From an optimization exercise on the open Yosys and OpenROAD flow, aimed at a short achievable clock period and few clock cycles per item; shortcuts taken in it are not production practice. No run shown here included a check of the RTL's function; only the layout flow was run. Power and IR drop assume default switching activity.

==> flow/design.v, too long to show whole: its modules and the start of the top module <==
// module mm_systolic_array: 1489 lines
// module mm_operand_feeder: 85 lines
// module mm_cmd_decode: 111 lines
// module mm_result_drain: 62 lines
// module mm_res_bit: 9 lines
// module mm_top: 78 lines
module mm_top (
    input  logic         clk_buf,
    input  logic         sys_reset,
    input  logic         cmd_valid,
    input  logic [(4 * 8)-1:0] cmd_word,
    output logic         cmd_credit,
    output logic         res_valid,
    output mm_data_pkg::mm_acc_t      res_data,
    input  logic         res_credit,
    output logic         busy,
    output logic         done
);
  // ...
==> flow/flow/run.sh <==
#!/bin/bash
set -euo pipefail
MARGIN=${MARGIN:-7.5}
sed "s/ \"\${@:-finish}\"\$/ SETUP_SLACK_MARGIN=${MARGIN} TNS_END_PERCENT=100 \"\${@:-finish}\"/" standard.sh > standard_margin.sh
grep -q "SETUP_SLACK_MARGIN=${MARGIN}" standard_margin.sh
bash standard_margin.sh > make_flow.log 2>&1
==> flow/standard.sh <==
#!/bin/bash
# synth_recipe.tcl (not shown) runs the flow's synth.tcl, then flattens the netlist and writes it again
# the make line also repeats each setting of config.mk as NAME=value (left out here)
make -C /OpenROAD-flow-scripts/flow DESIGN_CONFIG=/design/flow/config.mk WORK_HOME=/design/flow/orfs CLKGATE_MAP_FILE= SYNTH_SCRIPT=/design/flow/synth_recipe.tcl "${@:-finish}"
==> flow/config.mk <==
export PLATFORM = sky130hd
export DESIGN_NAME = mm_top
export DESIGN_NICKNAME = mm_top
export VERILOG_FILES = /design/flow/design.v
export SDC_FILE = /design/flow/constraint.sdc
export NUM_CORES = 4
export LEC_CHECK = 0
export ABC_CLOCK_PERIOD_IN_PS = 2500
export CAP_MARGIN = 20
export CORE_MARGIN = 2
export CORE_UTILIZATION = 40
export CTS_CLUSTER_DIAMETER = 100
export CTS_CLUSTER_SIZE = 24
export SLEW_MARGIN = 20
==> flow/constraint.sdc <==
create_clock -name core_clock -period 10.5 [get_ports {clk_buf}]
set_input_delay 2.1000 -clock core_clock [delete_from_list [all_inputs] [get_ports {clk_buf}]]
set_output_delay 2.1000 -clock core_clock [all_outputs]
set_load 0.01 [all_outputs]
==> impl_summary.log, run 1 <==
INFO  metric globalRouteTotalUtil = 0.177
INFO  metric synthDistinctLibCells = 66
INFO  metric clockPowerShare = 0.143
INFO  metric pin_count = 72
INFO  metric grt.busiest_layer = met2
INFO  metric nNetsFinal = 3943
INFO  metric ir_worst_vdd = 0.230 mV
INFO  metric timing_worst_slew_pin_value = 1130 ps
INFO  metric sh_seq_area = 0.591
INFO  metric vertical_die_dimension = 370 um
INFO  metric proportion_of_synthesized_area_in_mux_cells = 0.107
INFO  metric start_util = 0.402
INFO  metric post-route-cell-area = 59400 um2
INFO  metric dpl-instance-area = 56300 um2
INFO  metric slew_viol_final = 0
INFO  metric post-route-min-period = 3400 ps
INFO  metric dp.final_hpwl = 72900 um
INFO  metric run_status = finished clean
INFO  metric pwr.group.sequential = 8.36 mW
INFO  metric dp_cells = 5266
INFO  metric fmax = 294 MHz
INFO  metric sequential_cell_area = 35100 um2
INFO  metric clock_skew = 34.4 ps
INFO  metric synth_edf_count = 752
INFO  metric nNonClkBuffers = 178
INFO  metric setup.worst_path.end = res_data[17]
==> run 2: changes to the inputs <==
--- a/flow/config.mk
+++ b/flow/config.mk
@@ -13,2 +13,3 @@
 export CTS_CLUSTER_SIZE = 24
 export SLEW_MARGIN = 20
+export SYNTH_HIERARCHICAL = 1
==> run 2 against run 1 <==
Compared with the run above:
- power up 8.2%
- clock skew is 27 ps higher
- critical path type unchanged
- die area increased by 2.8%
- wire length rose by 4.6%
- count of clock-buffer cells in the layout down 4
- cell count rose by 5.0%
- critical path depth fell by 1
- largest power group unchanged
==> impl_summary.log, run 2 <==
INFO  metric run_status = finished clean
INFO  metric hold_path_class = flip-flop to flip-flop
INFO  metric r2r-end = u_systolic.r1_660
INFO  metric stdcell_count = 5718
INFO  metric grt_antenna_before_repair = 5
INFO  metric die_area = 141000 um2
INFO  metric critical_path_cell_count = 1
INFO  metric regToRegSetupSlack = 7160 ps
INFO  metric numCtsBuffers = 61
INFO  metric post_synth_instance_area = 55200 um2
INFO  metric post_synth.cell_area_avg = 14.5 um2
INFO  metric place.port_buffers = 71
INFO  metric post-route-min-period = 3350 ps (-49.6 ps)
INFO  metric worst_slack = 7150 ps
INFO  metric nNetsFinal = 4190 (+6.3%)
INFO  metric timing_worst_slew_pin_value = 1200 ps (+74.6 ps)
INFO  metric leakage = 23.1 nW
INFO  metric horizontal_die_dimension = 375 um
INFO  metric cts_tree = built
INFO  metric post-route-cell-area = 60400 um2 (+1.6%)
INFO  metric ys_warn_count = 15
INFO  metric synth_area_leader_cell = sky130_fd_sc_hd__edfxtp_1
INFO  metric antenna_diode_count = 0
INFO  metric signal_arrival_time_at_the_worst_endpoint = 1250 ps
INFO  metric grt-ovfl-total = 0
INFO  metric cell_types_with_the_highest_counts_after_synthesis = 752 x sky130_fd_sc_hd__edfxtp_1, 346 x sky130_fd_sc_hd__nand2_1, 315 x sky130_fd_sc_hd__inv_1
INFO  metric critical_path.max_stage_delay = 390 ps
INFO  metric worstRegToRegCells = 8
INFO  metric drive_gt1_frac = 0.153
INFO  metric setup-violations-final = 0
INFO  metric dp_cells = 5572 (+5.8%)
INFO  metric cts_htree_levels = 2
INFO  metric worstSetupPathType = flip-flop to output port
INFO  metric synth_top_flop_cell = sky130_fd_sc_hd__edfxtp_1
INFO  metric gpl.final_weighted_congestion = 0.774
INFO  metric timing.hold.worst.start = u_systolic.r1_612
INFO  metric slew_viol_final = 0 (unchanged)
INFO  metric timing.critical_path.cells = buf_2
INFO  metric synth.top_cells.by_area = sky130_fd_sc_hd__edfxtp_1 41%, sky130_fd_sc_hd__dfrtp_1 14%, sky130_fd_sc_hd__dfxtp_1 9.1%
INFO  metric dp_slack = 5610 ps
INFO  metric ir_worst_vdd = 0.397 mV (+72%)
INFO  metric worst-path-buf-inv = 1
INFO  metric setup_repair_after_global_routing_missed_its_margin = yes
INFO  metric detail_route.vias_per_cell = 5.26
INFO  metric p_per_area = 360 nW/um2
INFO  metric final_antenna_net_count = 0
INFO  metric crit_fanout = 2
INFO  metric most_common_library_cell_in_the_layout_ignoring_fill_and_taps = sky130_fd_sc_hd__edfxtp_1
INFO  metric fin_hold_ws = 335 ps
INFO  metric max_cap_violations = 0
INFO  metric timing.slew.headroom = 0.184
INFO  metric worst_hold_path.num_cells = 0
INFO  metric drt-pass1-iter-count = 5
INFO  metric pin_count = 72 (unchanged)
INFO  metric wire_length_of_the_first_global_routing_pass = 191000 um
INFO  metric core = 137000 um2
INFO  metric dp.final_hpwl = 76500 um (+5.0%)
INFO  metric asyncSetResetFlopFracSynth = 0.234
INFO  metric final_hold_viol_count = 0
INFO  metric globalRouteTotalUtil = 0.177 (-0.000616)
INFO  metric fmax = 299 MHz (+1.5%)
INFO  metric final.setup.tns = 0 ps
INFO  metric vertical_die_dimension = 375 um (+1.4%)
INFO  metric area_delta_synth_final = 9.47%
INFO  metric number_of_global_route_vias_before_repair = 30.6k
INFO  metric dpl-instance-area = 57900 um2 (+2.8%)
INFO  metric tritoncts_num_sinks = 1310
INFO  metric cp_data_required_time = 8400 ps
INFO  metric synth_edf_count = 752 (unchanged)
INFO  metric drt-total-wl = 125000 um
INFO  metric initialDrtViolationCount = 2098
INFO  metric syn_nets = 4121
INFO  metric timing.hold.worst_endpoint = u_systolic.r2_819
INFO  metric synthDistinctLibCells = 70 (+6.1%)
INFO  metric leading_registers_by_flop_count = u_feeder.qa: 256 flops, u_feeder.qb: 256 flops, u_drain.fifo: 144 flops
INFO  metric multi_input_comb_area = 18000 um2
INFO  metric clock_latency = 730 ps
INFO  metric clk_pin_slew_worst_paths = 90 ps
INFO  metric cts_max_path_buffers = 3
INFO  metric core.rowCount = 136
INFO  metric timing.critical_path.slowest_stage_cell = sky130_fd_sc_hd__dfrtp_1
INFO  metric post-route-period-util = 0.319
INFO  metric start_util = 0.402 (about the same)
INFO  metric most-common-layout-cells = 752 x sky130_fd_sc_hd__edfxtp_1, 344 x sky130_fd_sc_hd__nand2_1, 300 x sky130_fd_sc_hd__dfrtp_1
INFO  metric clock_skew = 61.0 ps (+26.6 ps)
INFO  metric synth_sequential_area_ratio = 0.640
INFO  metric ctsRootBufferMaster = sky130_fd_sc_hd__clkbuf_16
INFO  metric sequential_cell_area = 35400 um2 (+0.78%)
INFO  metric crit_path_start_kind = flip-flop
INFO  metric syn_inst = 3804
INFO  metric post_drt_wl_per_cell = 21.9 um
INFO  metric post-synth-top-count-cell = sky130_fd_sc_hd__edfxtp_1
INFO  metric nFillCells = 12.2k
INFO  metric synthDominantCellAreaShare = 0.409
INFO  metric worst_setup_path_end_kind = output port
INFO  metric detailroute.via_count = 30.1k
INFO  metric grt_max_degree = 130
INFO  metric drc_errors = 0
INFO  metric cpLargestDelayFamily = flip-flops
INFO  metric synth_seq_cells = 1310
INFO  metric regToRegStartpoint = u_feeder.op_a[2]
## run 2: cell count changes after synthesis, moves of 28 or more
cell and change:
sky130_fd_sc_hd__mux4_2 -164, sky130_fd_sc_hd__o22ai_1 +128, sky130_fd_sc_hd__a22o_1 +63, sky130_fd_sc_hd__mux2i_1 +118
sky130_fd_sc_hd__mux2_2 +126, sky130_fd_sc_hd__o31ai_2 +50, sky130_fd_sc_hd__a21oi_1 +28, sky130_fd_sc_hd__o2bb2ai_1 +128
sky130_fd_sc_hd__buf_2 +30, sky130_fd_sc_hd__a22oi_1 +35, sky130_fd_sc_hd__o22a_1 +32, sky130_fd_sc_hd__o21ai_0 -173
sky130_fd_sc_hd__nand2_1 -131, sky130_fd_sc_hd__mux2_4 -35
## run 2: timing repair
item | CTS | global route
gates cloned | 6 | 1
setup buffers | 21 | 4
endpoints found under the setup margin | 1253 | 299
hold buffers | 0 | 0
gates resized for setup | 237 | 66
pin swaps | 6 | 17
## run 2: per-module statistics from Yosys (local to each module, per instance)
module / flip-flops and latches / cell area (um2) / copies in the design / cells inside
mm_cmd_decode: 397 / 14900 / 1 / 1135
mm_result_drain: 161 / 6560 / 1 / 407
mm_operand_feeder: 592 / 22700 / 1 / 1232
mm_systolic_array: 126 / 10300 / 1 / 994
mm_top: 2 / 67.6 / 1 / 4
mm_res_bit: 1 / 20.0 / 32 / 1
## run 2: final cells by class
cell class                 count  area share
sequential                  1310       0.586
multi-input combinational   2010       0.299
tap                         1794      0.0372
timing repair buffer         174      0.0285
clock buffer                 107      0.0283
inverter                     315      0.0196
clock inverter                 7     0.00155
timing repair inverter         1   0.0000829
## run 2: worst max-delay path by stage
stage | startpoint | endpoint | slack [ps]
after floorplan | u_cmd_decode.skid_v[0] | u_feeder.qa[0][0] | 4720
final | u_cmd_decode.cmd_credit | cmd_credit | 7150
after detailed placement | u_cmd_decode.skid_v[0] | u_feeder.op_b[1] | 5610
after CTS | u_cmd_decode.cmd_credit | cmd_credit | 7090
after global placement | u_cmd_decode.skid_v[0] | u_feeder.qb[1][30] | 5770
after global routing | u_feeder.op_a[2] | u_systolic.r1_660 | 7090
## run 2: routing by layer
metal	vias to the layer above	routed length (um)	global-route usage
li1	13700	-	-
met1	15600	55300	0.239
met2	605	63000	0.309
met3	138	4250	0.0145
met4	0	2740	0.0430
met5	-	0	0
## run 2: kinds of logic after synthesis
group	synth area share
multiplexers	0.0758
AND/OR/NAND/NOR	0.0514
XOR/XNOR	0.00460
AO/OA/AOI/OAI	0.0937
adder cells (fa/ha/maj)	0.0945
buffers and inverters	0.0403
flip-flops	0.640
## run 2: report_power, final
| group | total (mW) | switching (mW) | internal (mW) |
|---|---|---|---|
| combinational | 10.4 | 5.91 | 4.45 |
| clock | 2.72 | 1.60 | 1.12 |
| sequential | 8.68 | 1.13 | 7.55 |
| total | 21.8 | 8.63 | 13.1 |
## run 2: stage by stage
step                      utilization  total power [mW]
after floorplan                     -              15.5
final                           0.440              21.8
after detailed placement        0.422              18.9
after global routing            0.440              23.7
after CTS                       0.439              21.8
after global placement          0.422              18.6
==> run 3: changes to the inputs <==
--- a/flow/config.mk
+++ b/flow/config.mk
@@ -9,7 +9,7 @@
 export CAP_MARGIN = 20
 export CORE_MARGIN = 2
-export CORE_UTILIZATION = 40
+export CORE_UTILIZATION = 65
 export CTS_CLUSTER_DIAMETER = 100
 export CTS_CLUSTER_SIZE = 24
+export PLACE_DENSITY = 0.75
 export SLEW_MARGIN = 20
-export SYNTH_HIERARCHICAL = 1
==> run 3 against run 2 <==
Compared with the run above:
- wire length down 7.2%
- count of clock-buffer cells in the layout up 2
- clock power down 3%
- area after synthesis down 2.7%
- critical path depth up 1
- fmax down 1.2%
- non-clock buffer count down 18
- sequential power down 3.8%
- die area down 40%
- synthesized cell count down 7.0%
- sequential cell count down 14
- critical path type unchanged
- critical endpoint is now res_data[23]
- highest routed layer unchanged
==> impl_summary.log, run 3 <==
INFO  metric timing.hold.worst.start = u_systolic.r1_612
INFO  metric grt-ovfl-total = 0 (unchanged)
INFO  metric regToRegStartpoint = u_feeder.op_b[7]
INFO  metric nFillCells = 5126 (-58%)
INFO  metric leakage = 22.5 nW (-2.6%)
INFO  metric timing.hold.worst_endpoint = u_systolic.r2_819
INFO  metric post_drt_wl_per_cell = 24.6 um (+12%)
INFO  metric most_common_library_cell_in_the_layout_ignoring_fill_and_taps = sky130_fd_sc_hd__edfxtp_1
INFO  metric cpLargestDelayFamily = flip-flops
INFO  metric gpl.final_weighted_congestion = 0.874 (+13%)
INFO  metric synth_seq_cells = 1296 (-1.1%)
INFO  metric final_core_utilization = 0.708 (+0.268)
INFO  metric cts_htree_levels = 2 (unchanged)
INFO  metric critical_path.max_stage_delay = 370 ps (-20 ps)
INFO  metric vertical_die_dimension = 291 um (-22%)
INFO  metric worstRegToRegCells = 8 (unchanged)
INFO  metric critical_path_cell_count = 2 (+1)
INFO  metric post-route-min-period = 3390 ps (+40.6 ps)
INFO  metric max_cap_violations = 0 (unchanged)
INFO  metric worst_setup_path_end_kind = output port
INFO  metric cts_tree = built
INFO  metric drc_errors = 0 (unchanged)
INFO  metric setup_repair_after_global_routing_missed_its_margin = yes
INFO  metric cp_data_required_time = 8400 ps (about the same)
INFO  metric signal_arrival_time_at_the_worst_endpoint = 1290 ps (+40 ps)
INFO  metric regToRegSetupSlack = 7190 ps (+30 ps)
INFO  metric most-common-layout-cells = 752 x sky130_fd_sc_hd__edfxtp_1, 468 x sky130_fd_sc_hd__nand2_1, 332 x sky130_fd_sc_hd__o21ai_0
INFO  metric core.rowCount = 105 (-23%)
INFO  metric timing_worst_slew_pin_value = 1150 ps (-54.7 ps)
INFO  metric place.port_buffers = 71 (unchanged)
INFO  metric cell_types_with_the_highest_counts_after_synthesis = 752 x sky130_fd_sc_hd__edfxtp_1, 477 x sky130_fd_sc_hd__nand2_1, 333 x sky130_fd_sc_hd__o21ai_0
INFO  metric core = 81800 um2 (-40%)
INFO  metric crit_path_start_kind = flip-flop
INFO  metric clock_latency = 690 ps (-40 ps)
INFO  metric cp-startpoint = u_drain.g_res[31].u_bit.q
INFO  metric synthDistinctLibCells = 66 (-5.7%)
INFO  metric timing.slew.headroom = 0.214 (+0.0304)
INFO  metric tritoncts_num_sinks = 1296 (-1.1%)
INFO  metric synthDominantCellAreaShare = 0.421 (+0.0116)
INFO  metric fmax = 295 MHz (-1.2%)
INFO  metric area_delta_synth_final = 8.02%
INFO  metric p_per_area = 345 nW/um2 (-4.3%)
INFO  metric die_area = 84800 um2 (-40%)
INFO  metric post_synth.cell_area_avg = 15.2 um2 (+4.5%)
INFO  metric ir_worst_vdd = 0.239 mV (-40%)
INFO  metric clock_skew = 45.5 ps (-15.4 ps)
INFO  metric worst_hold_path.num_cells = 0 (unchanged)
INFO  metric worst-path-buf-inv = 2 (+1)
INFO  metric post-layout-total-power = 20.0 mW (-8.2%)
INFO  metric pin_count = 72 (unchanged)
INFO  metric dp.final_hpwl = 71500 um (-6.5%)
INFO  metric clk_pin_slew_worst_paths = 90 ps (about the same)
INFO  metric detail_route.vias_per_cell = 6.04 (+15%)
INFO  metric initialDrtViolationCount = 2492 (+19%)
INFO  metric synth_sequential_area_ratio = 0.653 (+0.0129)
INFO  metric crit_fanout = 7 (+5)
INFO  metric syn_inst = 3539 (-7.0%)
INFO  metric cts_max_path_buffers = 3 (unchanged)
INFO  metric stdcell_count = 4719 (-17%)
INFO  metric wire_length_of_the_first_global_routing_pass = 179000 um (-6.3%)
INFO  metric drt-pass1-iter-count = 5 (unchanged)
INFO  metric setup-violations-final = 0 (unchanged)
INFO  metric final_antenna_net_count = 0 (unchanged)
INFO  metric worst_slack = 7110 ps (-40.6 ps)
INFO  metric hold_path_class = flip-flop to flip-flop
INFO  metric dp_slack = 5590 ps (-18.7 ps)
INFO  metric worstSetupPathType = flip-flop to output port
INFO  metric ctsRootBufferMaster = sky130_fd_sc_hd__clkbuf_16
INFO  metric run_status = finished clean
INFO  metric final_hold_viol_count = 0 (unchanged)
INFO  metric slew_viol_final = 0 (unchanged)
INFO  metric synth_edf_count = 752 (unchanged)
INFO  metric syn_nets = 3856 (-6.4%)
INFO  metric post_synth_instance_area = 53600 um2 (-2.7%)
INFO  metric dp_cells = 4561 (-18%)
INFO  metric synth_top_flop_cell = sky130_fd_sc_hd__edfxtp_1
INFO  metric timing.critical_path.slowest_stage_cell = sky130_fd_sc_hd__dfxtp_4
INFO  metric synth_area_leader_cell = sky130_fd_sc_hd__edfxtp_1
INFO  metric leading_registers_by_flop_count = u_feeder.qa: 256 flops, u_feeder.qb: 256 flops, u_drain.fifo: 144 flops
INFO  metric drt-total-wl = 116000 um (-7.2%)
INFO  metric asyncSetResetFlopFracSynth = 0.236 (+0.00252)
INFO  metric detailroute.via_count = 28.5k (-5.2%)
INFO  metric grt_max_degree = 108 (-17%)
INFO  metric synth.top_cells.by_area = sky130_fd_sc_hd__edfxtp_1 42%, sky130_fd_sc_hd__dfrtp_1 14%, sky130_fd_sc_hd__dfxtp_1 8.9%
INFO  metric final.setup.tns = 0 ps (unchanged)
INFO  metric nNetsFinal = 3913 (-6.6%)
INFO  metric horizontal_die_dimension = 291 um (-22%)
INFO  metric post-synth-top-count-cell = sky130_fd_sc_hd__edfxtp_1
INFO  metric drive_gt1_frac = 0.153 (about the same)
INFO  metric number_of_global_route_vias_before_repair = 30.1k (-1.5%)
INFO  metric ys_warn_count = 9 (-6)
INFO  metric globalRouteTotalUtil = 0.281 (+0.104)
INFO  metric numCtsBuffers = 60 (-1.6%)
INFO  metric post-route-period-util = 0.323 (+0.00387)
INFO  metric r2r-end = u_systolic.r1_660
INFO  metric timing.critical_path.cells = buf_8 > buf_6
INFO  metric grt_antenna_before_repair = 1 (-4)
INFO  metric start_util = 0.655 (+0.253)
run 3: worst max-delay path by stage:
stage	to
after global routing	res_data[23]
after CTS	res_data[23]
after detailed placement	u_feeder.qa[0][118]
final	res_data[23]
after floorplan	busy
after global placement	u_feeder.qa[0][118]
run 3: cell type report:
class | count | area (um2) | share of cell area
tap | 1070 | 1340 | 0.0231
antenna | 4 | 10.0 | 0.000173
sequential | 1296 | 35100 | 0.606
multi-input combinational | 1786 | 17000 | 0.293
clock inverter | 2 | 60.1 | 0.00104
inverter | 296 | 1110 | 0.0192
clock buffer | 109 | 1700 | 0.0293
timing repair buffer | 156 | 1630 | 0.0282
run 3: cell families (layout without fill, tap and decap cells):
logic type      Yosys count  count (layout)  share of synthesized area
compound gates          406             407                     0.0402
xor+xnor                 29              29                    0.00473
fa+ha+maj               281             281                     0.0972
buf+inv                 462             563                     0.0370
flops                  1296            1296                      0.653
mux                     348             348                      0.107
other cells               0               4                          0
simple gates            717             721                     0.0611
run 3: stage by stage:
stage	hold slack [ps]	instance area [um2]
detailed placement	312	55400
global placement	314	55400
floorplan	310	53700
global route	343	57900
finish	326	57900
CTS	324	57700
run 3: routing by layer:
layer | global-route usage | wire length (um) | up-vias
met2 | 0.485 | 59800 | 1010
met1 | 0.373 | 44800 | 14900
met5 | 0 | 0 | -
met3 | 0.0433 | 8140 | 183
met4 | 0.0850 | 3490 | 0
li1 | - | - | 12400
run 3: power by group:
group | total (mW) | switching (mW) | internal (mW) | leakage (nW)
Combinational | 8.99 | 5.09 | 3.90 | 8.76
Sequential | 8.35 | 1.05 | 7.30 | 12.9
Clock | 2.64 | 1.53 | 1.11 | 0.826
Total | 20.0 | 7.68 | 12.3 | 22.5
run 3: repair_timing:
| action | in CTS | in global routing |
|---|---|---|
| setup buffers | 22 | 6 |
| gates resized for setup | 248 | 38 |
| pin swaps | 17 | 4 |
| hold buffers | 0 | 0 |
| gates cloned | 12 | 1 |
| setup endpoints to repair | 911 | 376 |

==> static timing again, ports no longer ideal <==
The flow's constraints put no driver on any port. The routed layouts listed below were extracted and timed again, unchanged, in two steps.
Step 1, drivers: a clkbuf_16 drives clk_buf and a buf_2 each remaining input, both assumed.
Step 2 adds t to the input delays and takes it off the output delays; t is the mean of the earliest and latest rising clock arrival at the registers after step 1. Input paths then give back, and output paths get back, about the clock's delay inside the block.
Three values: ideal, step 1, step 2; two values: the first two.
run | t, ns | setup slack, ns | worst slew at a driven data input, ns
run 1 | 0.715 | 7.103 / 7.033 / 6.975 | 0.05
run 2 | 0.783 | 7.153 / 7.071 / 6.914 | 0.05
run 3 | 0.740 | 7.112 / 7.042 / 6.956 | 0.04
After both steps setup and hold are still met in every run listed. The setup slack of run 2, which loses most, moves by -0.082 ns with the drivers and by -0.239 ns with both steps. Setup slack includes reset recovery checks.
